Context: an optimization exercise on an open-source flow, tuned for small area, a short achievable clock period and few clock cycles. The choices shown serve that exercise and are no tape-out recipe. At most, simulation tests tie the RTL to the original design; equivalence was not proved. Power is estimated from default activity; no workload was simulated.

Setup of run 1:
==> flow/design.v (excerpt) <==
module codma_top(
    input  logic                         clk_i,
    input  logic                         reset_n_i,
    input  logic                         start_i,
    input  logic [codma_pkg::ADDR_W-1:0] task_pointer_i,
    input  logic [codma_pkg::ADDR_W-1:0] status_pointer_i,
    output logic                         busy_o,
    output logic                         irq_o,
    output logic                         bus_req_o,
    output logic                         bus_we_o,
    output logic [codma_pkg::ADDR_W-1:0] bus_addr_o,
    output logic [codma_pkg::DATA_W-1:0] bus_wdata_o,
    input  logic [codma_pkg::DATA_W-1:0] bus_rdata_i,
    input  logic                         bus_ack_i,
    input  logic                         bus_error_i
);
    logic fetch_r;      
    logic pend_r;       
    logic read_r;       
    logic write_r;      
    logic fin_r;        
    logic busy_r;
    logic we_r;
    logic irq_r;
    logic pend_err_r;   
    logic burst_r;      
    logic [2:0]  cnt_r;
    logic [31:0] addr_r;    
    logic [31:0] next_r;    
    logic [29:0] words_r;   
    logic [31:0] buf_r [8];  
    logic resp;
    logic [31:0] addr_inc;
    logic desc_ok;
    logic rd_last, wr_last, task_last;
    logic copy_fail, fin_end, fin_retry;
    assign resp      = bus_ack_i | bus_error_i;
    assign addr_inc  = addr_r + 32'd4;
    assign desc_ok   = (bus_rdata_i != 32'd0) &&
                       (buf_r[5][31:1] == 31'd0) &&
                       (buf_r[5][0] ? (bus_rdata_i[4:0] == 5'd0) : (bus_rdata_i[1:0] == 2'd0));
    assign rd_last   = !burst_r || (cnt_r == 3'd7);
    assign wr_last   = rd_last;
    assign task_last = (words_r == 30'd1);
    assign fin_end   = fin_r && (bus_ack_i || (bus_error_i && buf_r[0][1]));
    assign fin_retry = fin_r && bus_error_i && !buf_r[0][1];
    assign busy_o      = busy_r;
    assign irq_o       = irq_r;
  ...
For scale: about 1200 cells after synthesis, roughly 360 flip-flops, ~15000 um2 of cells after synthesis.
Settings: LEC_CHECK=0, CAP_MARGIN=20, CORE_MARGIN=2, CORE_UTILIZATION=40, SLEW_MARGIN=20; clock period 6.0 ns.
run.sh (not shown) runs the stock make flow with config.mk's settings and CLKGATE_MAP_FILE= SYNTH_SCRIPT=/design/flow/synth_recipe.tcl, a recipe that flattens the netlist after the stock synthesis.
Run 1 has completed all stages; timing, DRC and antenna checks passed.
Testbench counts of run 1, summed over its fixed seeds: cycles 33,685.
Edits applied to the flow inputs when going from run 1 to run 2:
Settings: SETUP_SLACK_MARGIN: unset -> 3.6.
Run 1 → run 2: post-layout worst setup margin went up 0.78 ns; power density of the placed cells went down about 2.5%; total power went up 420 uW; worst path buffer plus inverter count went down 2.
Run 2: PASS, flow complete, no timing, DRC or antenna violations
Relative to run 1, static leakage has increased by about 14% in run 2.
From run 1 to run 2 the numbers moved as follows: internal power went up by 3.4%, flip-flop and latch count stayed essentially flat.
What run 3 does differently from run 2 at the input level:
Settings: SETUP_SLACK_MARGIN: 3.6 -> 3.0.
[summary]
Relative to run 2, the setup slack of run 3 is lower by 0.062 ns. Run 3 — maximum operating frequency 0.0073 GHz lower, run 2 as reference. In terms of required time at the worst-slack endpoint, run 2 and run 3 differ only marginally. Delta(synthesis-to-layout area growth, run 3 - run 2) < 0.


Another version of the RTL of codma_top (not shown whole).
Size: roughly 370 flip-flops, ~14000 um2 of cells after synthesis.
Settings: LEC_CHECK=0, CAP_MARGIN=20, CORE_MARGIN=2, CORE_UTILIZATION=55, PLACE_DENSITY=0.75, SETUP_SLACK_MARGIN=3.8, SLEW_MARGIN=20, BUFFER_PORTS_ARGS=-buffer_cell sky130_fd_sc_hd__buf_1, CTS_ARGS=-sink_clustering_enable -repair_clock_nets -dont_use_dummy_load -sink_clustering_size 16 -sink_clustering_max_diameter 80 -buf_list sky130_fd_sc_hd__clkbuf_8; clock period 6.0 ns.
standard.sh (not shown) runs the stock make flow with config.mk's settings and CLKGATE_MAP_FILE= SYNTH_SCRIPT=/design/flow/synth_recipe.tcl, a recipe that flattens the netlist after the stock synthesis.
==> flow/flow/run.sh <==
#!/bin/bash
# The standard layout (the standard.sh) with two changes: every port is buffered with
# sky130_fd_sc_hd__buf_1 instead of the cell buffer_ports picks by itself, and clock tree
# synthesis inserts no dummy loads and uses the clustering below. The make output goes to
# standard.log in this folder.
set -euo pipefail
cat >> config.mk <<'EOC'
export BUFFER_PORTS_ARGS = -buffer_cell sky130_fd_sc_hd__buf_1
export CTS_ARGS = -sink_clustering_enable -repair_clock_nets -dont_use_dummy_load -sink_clustering_size 16 -sink_clustering_max_diameter 80 -buf_list sky130_fd_sc_hd__clkbuf_8
EOC
bash standard.sh > standard.log 2>&1
Rerun with:
--- a/flow/config.mk
+++ b/flow/config.mk
@@ -12 +12 @@
-export SETUP_SLACK_MARGIN = 3.8
+export SETUP_SLACK_MARGIN = 3.6
After rerunning: Global-route usage goes down by 2.5 points. Cell area is lower by about 10%. Synthesized cell count stays the same. Clock power is about the same. Hold slack got worse by 12 ps. Power fell by 12%. Count of clock-buffer cells in the layout is unchanged. Wire length fell by 18%.
Function was not checked in any run of this note: the RTL went through the layout flow alone.


codma_top, a different RTL version from the one above (not shown whole).
Size: roughly 1,200 cells after synthesis, ~170 I/O pins.
clock: 6.0 ns
lec_check: 0
cap_margin: 20
core_margin: 2
core_utilization: 55
cts_buf_list: sky130_fd_sc_hd__clkbuf_8
setup_slack_margin: 3.6
slew_margin: 20
run.sh (not shown) runs the stock make flow with config.mk's settings and CLKGATE_MAP_FILE= SYNTH_SCRIPT=/design/flow/synth_recipe.tcl, a recipe that flattens the netlist after the stock synthesis.
Stock flow here: none of the scripts above is used.
The baseline completed with no timing, DRC or antenna violations.
Rerun with:
--- a/flow/config.mk
+++ b/flow/config.mk
@@ -9,4 +9,3 @@
 export CORE_MARGIN = 2
-export CORE_UTILIZATION = 55
-export CTS_BUF_LIST = sky130_fd_sc_hd__clkbuf_8
+export CORE_UTILIZATION = 40
 export SETUP_SLACK_MARGIN = 3.6
=> Core utilization drops by 19 points; area after synthesis is unchanged; setup slack degrades by 0.12 ns; total power climbs by about 3.4%; clock power is higher by about 17%; maximum frequency decreases by 4.5%; via count drops by about 2.6%; cell count came out higher by about 4%; wire length rises by about 1.5%.
No run of this note included a check of the RTL's function; only the layout flow was run.


Another version of the RTL of codma_top (not shown whole).
Size in the first run: about 970 cells after synthesis, roughly 170 I/O pins.
export LEC_CHECK = 0
export CAP_MARGIN = 20
export CORE_MARGIN = 2
export CORE_UTILIZATION = 55
export PLACE_DENSITY = 0.75
export SLEW_MARGIN = 20
export BUFFER_PORTS_ARGS = -buffer_cell sky130_fd_sc_hd__buf_1
export CTS_ARGS = -sink_clustering_enable -repair_clock_nets -dont_use_dummy_load -sink_clustering_size 16 -sink_clustering_max_diameter 80 -buf_list sky130_fd_sc_hd__clkbuf_8
export SETUP_SLACK_MARGIN = 3.7
create_clock -name core_clock -period 6.0 [get_ports {clk_i}]
standard.sh (not shown) runs the stock make flow with config.mk's settings and CLKGATE_MAP_FILE= SYNTH_SCRIPT=/design/flow/synth_recipe.tcl, a recipe that flattens the netlist after the stock synthesis.
==> flow/flow/run.sh <==
#!/bin/bash
set -euo pipefail
cat >> config.mk <<'EOC'
export BUFFER_PORTS_ARGS = -buffer_cell sky130_fd_sc_hd__buf_1
export CTS_ARGS = -sink_clustering_enable -repair_clock_nets -dont_use_dummy_load -sink_clustering_size 16 -sink_clustering_max_diameter 80 -buf_list sky130_fd_sc_hd__clkbuf_8
export SETUP_SLACK_MARGIN = 3.6
EOC
bash standard.sh cts > standard_to_cts.log 2>&1
sed -i 's/^export SETUP_SLACK_MARGIN = 3.6$/export SETUP_SLACK_MARGIN = 3.7/' config.mk
bash standard.sh finish > standard_finish.log 2>&1
Testbench counts at the start, summed over its fixed seeds: cycles 33,685.
Next try:
==> flow/run.sh (new file) <==
#!/bin/bash
# synth_recipe.tcl (not shown) runs the flow's synth.tcl, then flattens the netlist and writes it again
# the make line also repeats each setting of config.mk as NAME=value (left out here)
make -C /OpenROAD-flow-scripts/flow DESIGN_CONFIG=/design/flow/config.mk WORK_HOME=/design/flow/orfs CLKGATE_MAP_FILE= SYNTH_SCRIPT=/design/flow/synth_recipe.tcl finish
BUFFER_PORTS_ARGS = unset   (was -buffer_cell sky130_fd_sc_hd__buf_1)
CTS_ARGS = unset   (was -sink_clustering_enable -repair_clock_nets -dont_use_dummy_load -sink_clustering_size 16 -sink_clustering_max_diameter 80 -buf_list sky130_fd_sc_hd__clkbuf_8)
PLACE_DENSITY = unset   (was 0.75)
SETUP_SLACK_MARGIN = 3.6   (was 3.7)
removed: flow/flow/run.sh
removed: flow/standard.sh
Outcome:
- cell area grows by 7.3%
- setup slack degrades by 62 ps
- hold slack degrades by 3.3 ps
- via count hardly moves
- critical path depth stays the same
Next try:
==> flow/flow/run.sh (new file) <==
#!/bin/bash
# The standard layout (the standard.sh) with two changes: every port is buffered with
# sky130_fd_sc_hd__buf_1 instead of the cell buffer_ports picks by itself, and clock tree
# synthesis inserts no dummy loads and uses the clustering below. The make output goes to
# standard.log in this folder.
set -euo pipefail
cat >> config.mk <<'EOC'
export BUFFER_PORTS_ARGS = -buffer_cell sky130_fd_sc_hd__buf_1
export CTS_ARGS = -sink_clustering_enable -repair_clock_nets -dont_use_dummy_load -sink_clustering_size 16 -sink_clustering_max_diameter 80 -buf_list sky130_fd_sc_hd__clkbuf_8
EOC
bash standard.sh > standard.log 2>&1
==> flow/standard.sh (new file) <==
#!/bin/bash
# synth_recipe.tcl (not shown) runs the flow's synth.tcl, then flattens the netlist and writes it again
# the make line also repeats each setting of config.mk as NAME=value (left out here)
make -C /OpenROAD-flow-scripts/flow DESIGN_CONFIG=/design/flow/config.mk WORK_HOME=/design/flow/orfs CLKGATE_MAP_FILE= SYNTH_SCRIPT=/design/flow/synth_recipe.tcl "${@:-finish}"
BUFFER_PORTS_ARGS = -buffer_cell sky130_fd_sc_hd__buf_1   (was unset)
CORE_UTILIZATION = 65   (was 55)
CTS_ARGS = -sink_clustering_enable -repair_clock_nets -dont_use_dummy_load -sink_clustering_size 16 -sink_clustering_max_diameter 80 -buf_list sky130_fd_sc_hd__clkbuf_8   (was unset)
PLACE_DENSITY = 0.75   (was unset)
removed: flow/run.sh
Outcome:
- The changed run ran to the end with no violations
- clock-buffer cell count is lower by 32
- clock skew is higher by 10 ps
- final cell count is lower by 6.9%
- worst hold slack barely changes
- flip-flop and latch count is unchanged
Next try:
--- a/flow/flow/run.sh
+++ b/flow/flow/run.sh
@@ -9 +9 @@
-export CTS_ARGS = -sink_clustering_enable -repair_clock_nets -dont_use_dummy_load -sink_clustering_size 16 -sink_clustering_max_diameter 80 -buf_list sky130_fd_sc_hd__clkbuf_8
+export CTS_ARGS = -sink_clustering_enable -repair_clock_nets -dont_use_dummy_load -sink_clustering_size 20 -sink_clustering_max_diameter 80
CORE_UTILIZATION = 55   (was 65)
CTS_ARGS = -sink_clustering_enable -repair_clock_nets -dont_use_dummy_load -sink_clustering_size 20 -sink_clustering_max_diameter 80   (was -sink_clustering_enable -repair_clock_nets -dont_use_dummy_load -sink_clustering_size 16 -sink_clustering_max_diameter 80 -buf_list sky130_fd_sc_hd__clkbuf_8)
PLACE_DENSITY = unset   (was 0.75)
SETUP_SLACK_MARGIN = 3.9   (was 3.6)
After rerunning:
- The changed run completed with no timing, DRC or antenna violations
- first-iteration DRC count fell by 4.9%
- setup slack gets better by 5.6 ps
- cell area rose by 15%
- wire length rose by 19%
Next try:
--- a/flow/flow/run.sh
+++ b/flow/flow/run.sh
@@ -9 +9 @@
-export CTS_ARGS = -sink_clustering_enable -repair_clock_nets -dont_use_dummy_load -sink_clustering_size 20 -sink_clustering_max_diameter 80
+export CTS_ARGS = -sink_clustering_enable -repair_clock_nets -dont_use_dummy_load -sink_clustering_size 16 -sink_clustering_max_diameter 80 -buf_list sky130_fd_sc_hd__clkbuf_8
CTS_ARGS = -sink_clustering_enable -repair_clock_nets -dont_use_dummy_load -sink_clustering_size 16 -sink_clustering_max_diameter 80 -buf_list sky130_fd_sc_hd__clkbuf_8   (was -sink_clustering_enable -repair_clock_nets -dont_use_dummy_load -sink_clustering_size 20 -sink_clustering_max_diameter 80)
PLACE_DENSITY = 0.75   (was unset)
SETUP_SLACK_MARGIN = 3.6   (was 3.9)
The changed run went through all stages and came out clean.
Register-to-register slack loses 20 ps.
Routed wire length shrinks by 15%.
Final cell count shrinks by 5.8%.
Setup slack gains 26 ps.
Via count shrinks by 6.6%.
Hold slack gains 3.1 ps.
Final area shrinks by 14%.


Another version of the RTL of codma_top (not shown whole).
For scale: roughly 360 flip-flops, about 170 I/O pins, roughly 15000 um2 of cells after synthesis.
Settings: LEC_CHECK=0, CAP_MARGIN=20, CORE_MARGIN=2, CORE_UTILIZATION=40, SETUP_SLACK_MARGIN=3.0, SLEW_MARGIN=20; clock period 6.0 ns.
run.sh (not shown) runs the stock make flow with config.mk's settings and CLKGATE_MAP_FILE= SYNTH_SCRIPT=/design/flow/synth_recipe.tcl, a recipe that flattens the netlist after the stock synthesis.
Stock flow here: none of the scripts above is used.
Then changed:
--- a/flow/config.mk
+++ b/flow/config.mk
@@ -10,3 +10,3 @@
 export CORE_UTILIZATION = 40
-export SETUP_SLACK_MARGIN = 3.0
+export SETUP_SLACK_MARGIN = 3.6
 export SLEW_MARGIN = 20
Outcome: The new run passed the timing, design-rule and antenna checks; clock-buffer cell count went down by 1; setup slack improves by 0.43 ns; design area is higher by a few percent; clock power rose by a few percent.
No functional check of the RTL was part of any run of this note.


Setup of run A:
RTL: one of the versions met above, not the one the previous note started from.
Size in the first run: about 970 cells after synthesis, roughly 370 flip-flops, roughly 14,000 sq um of cells after synthesis.
export LEC_CHECK = 0
export CAP_MARGIN = 20
export CORE_MARGIN = 2
export CORE_UTILIZATION = 70
export SETUP_SLACK_MARGIN = 3.7
export SLEW_MARGIN = 20
export BUFFER_PORTS_ARGS = -buffer_cell sky130_fd_sc_hd__buf_1
export CTS_ARGS = -sink_clustering_enable -repair_clock_nets -dont_use_dummy_load -sink_clustering_size 16 -sink_clustering_max_diameter 80 -buf_list sky130_fd_sc_hd__clkbuf_8
create_clock -name core_clock -period 6.0 [get_ports {clk_i}]
standard.sh (not shown) runs the stock make flow with config.mk's settings and CLKGATE_MAP_FILE= SYNTH_SCRIPT=/design/flow/synth_recipe.tcl, a recipe that flattens the netlist after the stock synthesis.
==> flow/flow/run.sh <==
#!/bin/bash
# The standard layout (the standard.sh) with two changes: every port is buffered with
# sky130_fd_sc_hd__buf_1 instead of the cell buffer_ports picks by itself, and clock tree
# synthesis inserts no dummy loads and uses the clustering below. The make output goes to
# standard.log in this folder.
set -euo pipefail
cat >> config.mk <<'EOC'
export BUFFER_PORTS_ARGS = -buffer_cell sky130_fd_sc_hd__buf_1
export CTS_ARGS = -sink_clustering_enable -repair_clock_nets -dont_use_dummy_load -sink_clustering_size 16 -sink_clustering_max_diameter 80 -buf_list sky130_fd_sc_hd__clkbuf_8
EOC
bash standard.sh > standard.log 2>&1
Testbench counts of run A, summed over its fixed seeds: cycles 33,685.
Inputs modified between run A and run B:
- SETUP_SLACK_MARGIN changed from 3.7 to 3.6
- CORE_UTILIZATION changed from 70 to 55
- Run B completed; timing, DRC and antenna clean
- The maximum fanout encountered on the critical timing path number comes out lower for run A vs run B.
- Summary: with run A as the reference, total power consumption of the routed design in run B moved down by a few percent.
- Compared with run A, run B shows number of cells after detailed placement that has gone up by a few percent.
- Re flip-flop and latch power: run B and run A aren't equal, and the lower value belongs to run A.
- Run B vs run A: placed wire-length estimate up slightly
- Looking at first-pass GRT wire length, run B sits about 6% higher than run A does.
- Run B reports a lower cell area than run A does.
- Effective utilization at floorplan in run B is 16 points below run A.
Inputs modified between run B and run C:
- CTS_ARGS changed from -sink_clustering_enable -repair_clock_nets -dont_use_dummy_load -sink_clustering_size 16 -sink_clustering_max_diameter 80 -buf_list sky130_fd_sc_hd__clkbuf_8 to -sink_clustering_enable -repair_clock_nets -dont_use_dummy_load 
-- flow/flow/run.sh --
<<< run B, line 7
cat >> config.mk <<'EOC'
export BUFFER_PORTS_ARGS = -buffer_cell sky130_fd_sc_hd__buf_1
export CTS_ARGS = -sink_clustering_enable -repair_clock_nets -dont_use_dummy_load -sink_clustering_size 16 -sink_clustering_max_diameter 80 -buf_list sky130_fd_sc_hd__clkbuf_8
EOC
bash standard.sh > standard.log 2>&1
>>> run C, line 7
cat >> config.mk <<'EOC'
export BUFFER_PORTS_ARGS = -buffer_cell sky130_fd_sc_hd__buf_1
export CTS_ARGS = -sink_clustering_enable -repair_clock_nets -dont_use_dummy_load 
EOC
bash standard.sh > standard.log 2>&1
- Cmp run B and run C / wire length reported by the detailed router / higher: run C
- Hold slack (higher): run B
- Taking run B as the reference, in run C share of final-layout standard cells stronger than drive strength 1 higher, delay of the slowest cell on the worst path has decreased.
#### Input delta (run D over run C)
- CORE_UTILIZATION changed from 55 to 70
- CTS_ARGS changed from -sink_clustering_enable -repair_clock_nets -dont_use_dummy_load  to -sink_clustering_enable -repair_clock_nets -dont_use_dummy_load -sink_clustering_size 16 -sink_clustering_max_diameter 80 -buf_list sky130_fd_sc_hd__clkbuf_8
-- flow/flow/run.sh --
<<< run C, line 7
cat >> config.mk <<'EOC'
export BUFFER_PORTS_ARGS = -buffer_cell sky130_fd_sc_hd__buf_1
export CTS_ARGS = -sink_clustering_enable -repair_clock_nets -dont_use_dummy_load 
EOC
bash standard.sh > standard.log 2>&1
>>> run D, line 7
cat >> config.mk <<'EOC'
export BUFFER_PORTS_ARGS = -buffer_cell sky130_fd_sc_hd__buf_1
export CTS_ARGS = -sink_clustering_enable -repair_clock_nets -dont_use_dummy_load -sink_clustering_size 16 -sink_clustering_max_diameter 80 -buf_list sky130_fd_sc_hd__clkbuf_8
EOC
bash standard.sh > standard.log 2>&1
Results
Side by side, area of the multi-input gates turned out lower in run D than in run C.
When run D is measured against run C, its final critical-path share of the clock period turns out 0.81 points lower.
Setup slack, run C and run D: smaller value in run C
Compared with run C, run D ends up with less cell area.
Cell area reported after detailed placement | run D below run C
Run D — sequential share of layout area 4.8 points higher, run C as reference
Setup changes, run D to run E
- swapping -sink_clustering_enable -repair_clock_nets -dont_use_dummy_load -sink_clustering_size 16 -sink_clustering_max_diameter 80 -buf_list sky130_fd_sc_hd__clkbuf_8 for -sink_clustering_enable -repair_clock_nets -dont_use_dummy_load -sink_clustering_size 20 -sink_clustering_max_diameter 80 in CTS_ARGS
- swapping 70 for 55 in CORE_UTILIZATION
-- flow/flow/run.sh --
<<< run D, line 7
cat >> config.mk <<'EOC'
export BUFFER_PORTS_ARGS = -buffer_cell sky130_fd_sc_hd__buf_1
export CTS_ARGS = -sink_clustering_enable -repair_clock_nets -dont_use_dummy_load -sink_clustering_size 16 -sink_clustering_max_diameter 80 -buf_list sky130_fd_sc_hd__clkbuf_8
EOC
bash standard.sh > standard.log 2>&1
>>> run E, line 7
cat >> config.mk <<'EOC'
export BUFFER_PORTS_ARGS = -buffer_cell sky130_fd_sc_hd__buf_1
export CTS_ARGS = -sink_clustering_enable -repair_clock_nets -dont_use_dummy_load -sink_clustering_size 20 -sink_clustering_max_diameter 80
EOC
bash standard.sh > standard.log 2>&1
Against run D, run E comes in 1.6 points lower on part of the total power dissipated in combinational logic. Run E vs. run D: fraction of final layout cells sized beyond drive strength 1 held; longest individual stage delay on the worst path lost 0.03 ns; met2 layer usage reported by global route shrank by 10 points; total power rose about 4.4%. Between run D and run E, net switching power increased. Between run D and run E, the setup slack figures differ only marginally. Run D and run E all finish clean. Summary of run E over run D: clock network fraction of total power increased by 4.0 points relative to the old numbers, number of vias in the routed layout has decreased. Compare run D and run E | global-route usage lower: run E.
What run F does differently from run E at the input level:
- setting PLACE_DENSITY to 0.85 for the first time
- changing CTS_ARGS from -sink_clustering_enable -repair_clock_nets -dont_use_dummy_load -sink_clustering_size 20 -sink_clustering_max_diameter 80 to -sink_clustering_enable -repair_clock_nets -dont_use_dummy_load -sink_clustering_size 16 -sink_clustering_max_diameter 80 -buf_list sky130_fd_sc_hd__clkbuf_8
-- flow/flow/run.sh --
<<< run E, line 7
cat >> config.mk <<'EOC'
export BUFFER_PORTS_ARGS = -buffer_cell sky130_fd_sc_hd__buf_1
export CTS_ARGS = -sink_clustering_enable -repair_clock_nets -dont_use_dummy_load -sink_clustering_size 20 -sink_clustering_max_diameter 80
EOC
bash standard.sh > standard.log 2>&1
>>> run F, line 7
cat >> config.mk <<'EOC'
export BUFFER_PORTS_ARGS = -buffer_cell sky130_fd_sc_hd__buf_1
export CTS_ARGS = -sink_clustering_enable -repair_clock_nets -dont_use_dummy_load -sink_clustering_size 16 -sink_clustering_max_diameter 80 -buf_list sky130_fd_sc_hd__clkbuf_8
EOC
bash standard.sh > standard.log 2>&1
Findings:
Run F: done, clean on timing, DRC and antenna. From run E to run F the numbers moved as follows: portion of the clock cycle consumed by the worst path in the final layout now sits higher; overall global routing resource usage now sits lower; cell area now sits lower.

what the ideal ports hide:
The flow's constraints put no driver on any port. The routed layouts listed below were extracted and timed again, unchanged, in two steps. Step 1 (the two cells are an assumption about what drives the block):
set clk [get_ports {clk_i}]
set_driving_cell -lib_cell sky130_fd_sc_hd__clkbuf_16 $clk
set_driving_cell -lib_cell sky130_fd_sc_hd__buf_2 [delete_from_list [all_inputs] $clk]
Step 2, shift: input delay + t, output delay - t, t = (earliest + latest rising clock arrival at the registers) / 2. This alone moves slack from input paths to output paths. Three values: no drivers, after step 1, after step 2; two values: the first two.
run	shift t [ns]	slack for setup (ns)	worst setup path at the end	slew at the worst register clock pin (ns)
run 1	0.574	2.326 / 2.313 / 1.739	input to register	0.07 / 0.07
run 2	0.581	3.109 / 3.109 / 2.746	input to register	0.06 / 0.06
run 3	0.583	3.047 / 3.047 / 2.493	input to register	0.06 / 0.06
the first run of note 2	0.611	3.505 / 3.509 / 2.898	input to register	0.11 / 0.11
the second run of note 2	0.599	3.612 / 3.595 / 3.028	input to register	0.11 / 0.11
the first run of note 3	0.631	3.526 / 3.471 / 2.840	input to register	0.07 / 0.07
the second run of note 3	0.564	3.409 / 3.398 / 2.835	input to register	0.07 / 0.07
the first run of note 4	0.613	3.663 / 3.617 / 3.055	input to register	0.11 / 0.11
the second run of note 4	0.567	3.601 / 3.550 / 3.114	input to register	0.06 / 0.06
the third run of note 4	0.597	3.608 / 3.597 / 3.033	input to register	0.10 / 0.10
the fourth run of note 4	0.554	3.613 / 3.597 / 3.043	input to register	0.09 / 0.09
the fifth run of note 4	0.606	3.640 / 3.595 / 3.058	input to register	0.11 / 0.11
the first run of note 5	0.569	3.084 / 3.051 / 2.575	input to register	0.07 / 0.07
the second run of note 5	0.577	3.512 / 3.460 / 3.108	input to register	0.07 / 0.07
run A	0.601	3.692 / 3.673 / 3.118	input to register	0.10 / 0.10
run B	0.599	3.601 / 3.609 / 3.019	input to register	0.11 / 0.11
run C	0.555	3.570 / 3.574 / 3.042	input to register	0.06 / 0.06
run D	0.600	3.619 / 3.595 / 3.018	input to register	0.11 / 0.11
run E	0.548	3.618 / 3.600 / 3.096	input to register	0.09 / 0.09
run F	0.599	3.581 / 3.597 / 2.998	input to register	0.10 / 0.10
After both steps every run listed still meets setup and hold. For the first run of note 3, which loses most, drivers alone change the setup slack by -0.055 ns; drivers and shift together by -0.686 ns.
